From an optimization exercise on the open Yosys and OpenROAD flow, aimed at a short achievable clock period and few clock cycles per item; shortcuts taken in it are not production practice. Function was checked by simulation only, so behaviour that the tests miss may differ from the original. Power and IR drop assume default switching activity.

== cedar ==
## mips_core_top
module mips_core_top (
    input  logic                aclk,
    input  logic                arst_n,
    output logic [31:0]      inst_addr,
    input  logic [31:0]      inst_rdata,
    output logic                dmem_en,
    output logic                dmem_we,
    output logic [31:0]         dmem_addr,
    output logic [31:0]         dmem_wdata,
    input  logic [31:0]      dmem_rdata,
    output logic [31:0]      debug_wb_pc,
    output logic [31:0]      debug_wb_rf_wdata,
    output logic [3:0]          debug_wb_rf_wen,
    output logic [4:0]   debug_wb_rf_wnum
);
Size in the first run: about 7400 cells after synthesis, ~1700 flip-flops, ~240 I/O pins, about 0.084 mm2 of cells after synthesis.
Settings: LEC_CHECK=0, ABC_CLOCK_PERIOD_IN_PS=3000, CAP_MARGIN=20, CORE_MARGIN=2, CORE_UTILIZATION=40, SETUP_SLACK_MARGIN=5, SLEW_MARGIN=20; clock period 10.0 ns.
run.sh (not shown) runs the stock make flow with config.mk's settings and CLKGATE_MAP_FILE= SYNTH_SCRIPT=/design/flow/synth_recipe.tcl, a recipe that flattens the netlist after the stock synthesis.
Testbench counts of cedar, summed over its fixed seeds: cycles 48,077, instrs 47,475.
Setup changes, cedar to raven
Settings: SETUP_SLACK_MARGIN removed (was 5); ABC_CLOCK_PERIOD_IN_PS removed (was 3000).
## What came out
- Sort cedar and raven by placement-stage worst setup slack desc -> top: raven
- | sequential share of layout area | cedar vs raven | ≈ equal |
- raven -> cedar: count of buffering cells on the critical path with inverters included delta 0, exact match
- Relative to cedar, raven degrades global-route wire length before repair.
- Going from cedar to raven, the power was found to have gone up by 1.2%.
- On placed instance area, cedar and raven are neck and neck.
- In raven the global-route usage turned out 0.49 points higher than in cedar.
- Total number of multi-input combinational cells delta (raven -> cedar): insignificant
- Delta (raven minus cedar): iteration count of the initial detailed-routing pass rose 3; combinational group power rose about 1%.

---

run 1:
Another version of the RTL of mips_core_top (not shown whole).
Size: roughly 240 I/O pins.
export LEC_CHECK = 0
export ABC_CLOCK_PERIOD_IN_PS = 3000
export CAP_MARGIN = 20
export CORE_MARGIN = 2
export CORE_UTILIZATION = 58
export SLEW_MARGIN = 20
export SYNTH_HIERARCHICAL = 1
create_clock -name core_clock -period 10.0 [get_ports {aclk}]
standard.sh (not shown) runs the stock make flow with config.mk's settings and CLKGATE_MAP_FILE= SYNTH_SCRIPT=/design/flow/synth_recipe.tcl, a recipe that flattens the netlist after the stock synthesis.
==> flow/flow/run.sh <==
#!/bin/bash
# The standard layout with one change:
#  - setup repair aims well past the 10 ns clock, so the achieved period
#    keeps shrinking;
cp standard.sh standard_sh.copy.log
cp config.mk config_mk.copy.log
export SETUP_SLACK_MARGIN=7
bash standard.sh > standard.log 2>&1
Testbench counts of run 1, summed over its fixed seeds: cycles 47,980, instrs 47,475.
[inputs] run 2 vs run 1
Settings: a change of CORE_UTILIZATION from 58 to 50.
- Result for run 2 and run 1: all clean
- The run showing the smaller post-route non-filler standard cell count is run 1.
- Run 2 vs run 1: area overhead of the layout relative to synthesis up
- Run 2 vs. run 1: routed wire length on met2 +4.3%; area enclosed by the die boundary went up 16%; placed instance count +3.2%.
- Re clock group share of total power: run 2 and run 1 aren't equal, and the higher value belongs to run 1.

---

Setup of lane 1:
Another version of the RTL of mips_core_top (not shown whole).
Size in the first run: roughly 7,600 cells after synthesis, roughly 240 I/O pins, roughly 89,000 sq um of cells after synthesis.
export LEC_CHECK = 0
export ABC_CLOCK_PERIOD_IN_PS = 3000
export CAP_MARGIN = 20
export CORE_MARGIN = 2
export CORE_UTILIZATION = 50
export SLEW_MARGIN = 20
export SYNTH_HIERARCHICAL = 1
create_clock -name core_clock -period 10.0 [get_ports {aclk}]
Scripts as last shown in full above: flow/flow/run.sh
Testbench counts of lane 1, summed over its fixed seeds: cycles 48,445, instrs 47,475.
#### Input delta (lane 2 over lane 1)
Settings: CORE_UTILIZATION now 58, was 50.
Across both runs, count of cell instances traversed by the critical path was higher for lane 2 than for lane 1.
When lane 2 is measured against lane 1, its worst setup slack turns out 0.0091 ns higher.
Relative to lane 1, instance area at placement decreased by 0.48% in lane 2.
Lane 2 ended with less arrival time at the worst endpoint than lane 1.
Switching power summed over all nets (higher): lane 1
Lane 2 — post-synthesis to final-layout area growth 1.9 points lower, lane 1 as reference

## afterwards: timing with drivers on the ports
How much do the figures lean on ideal ports? The routed layouts below were timed once more, with nothing changed but the port constraints.
Step 1, drivers: a clkbuf_16 drives aclk and a buf_2 each remaining input, both assumed.
Step 2 moves the port delays by t, midway between the first and last clock arrival at a register: inputs arrive t later, outputs are due t later. That takes back most of the time a late clock gives input paths.
Three values: no drivers, after step 1, after step 2; two values: the first two.
run | t (ns) | setup slack, ns | hold slack, ns | cell pins on the clock port's net
cedar | 0.947 | 5.109 / 5.109 / 4.509 | 0.321 / 0.321 / 0.321 | 1
raven | 0.929 | 3.562 / 3.562 / 3.562 | 0.324 / 0.324 / 0.324 | 1
run 1 | 0.904 | 6.373 / 6.373 / 5.639 | 0.304 / 0.304 / 0.304 | 1
run 2 | 0.938 | 6.352 / 6.352 / 5.613 | 0.322 / 0.322 / 0.322 | 1
lane 1 | 0.946 | 6.371 / 6.371 / 5.430 | 0.320 / 0.320 / 0.320 | 1
lane 2 | 0.921 | 6.380 / 6.380 / 5.495 | 0.318 / 0.318 / 0.318 | 1
After both steps every run listed still meets setup and hold. For lane 1, which loses most, drivers alone change the setup slack by 0.000 ns; drivers and shift together by -0.941 ns.
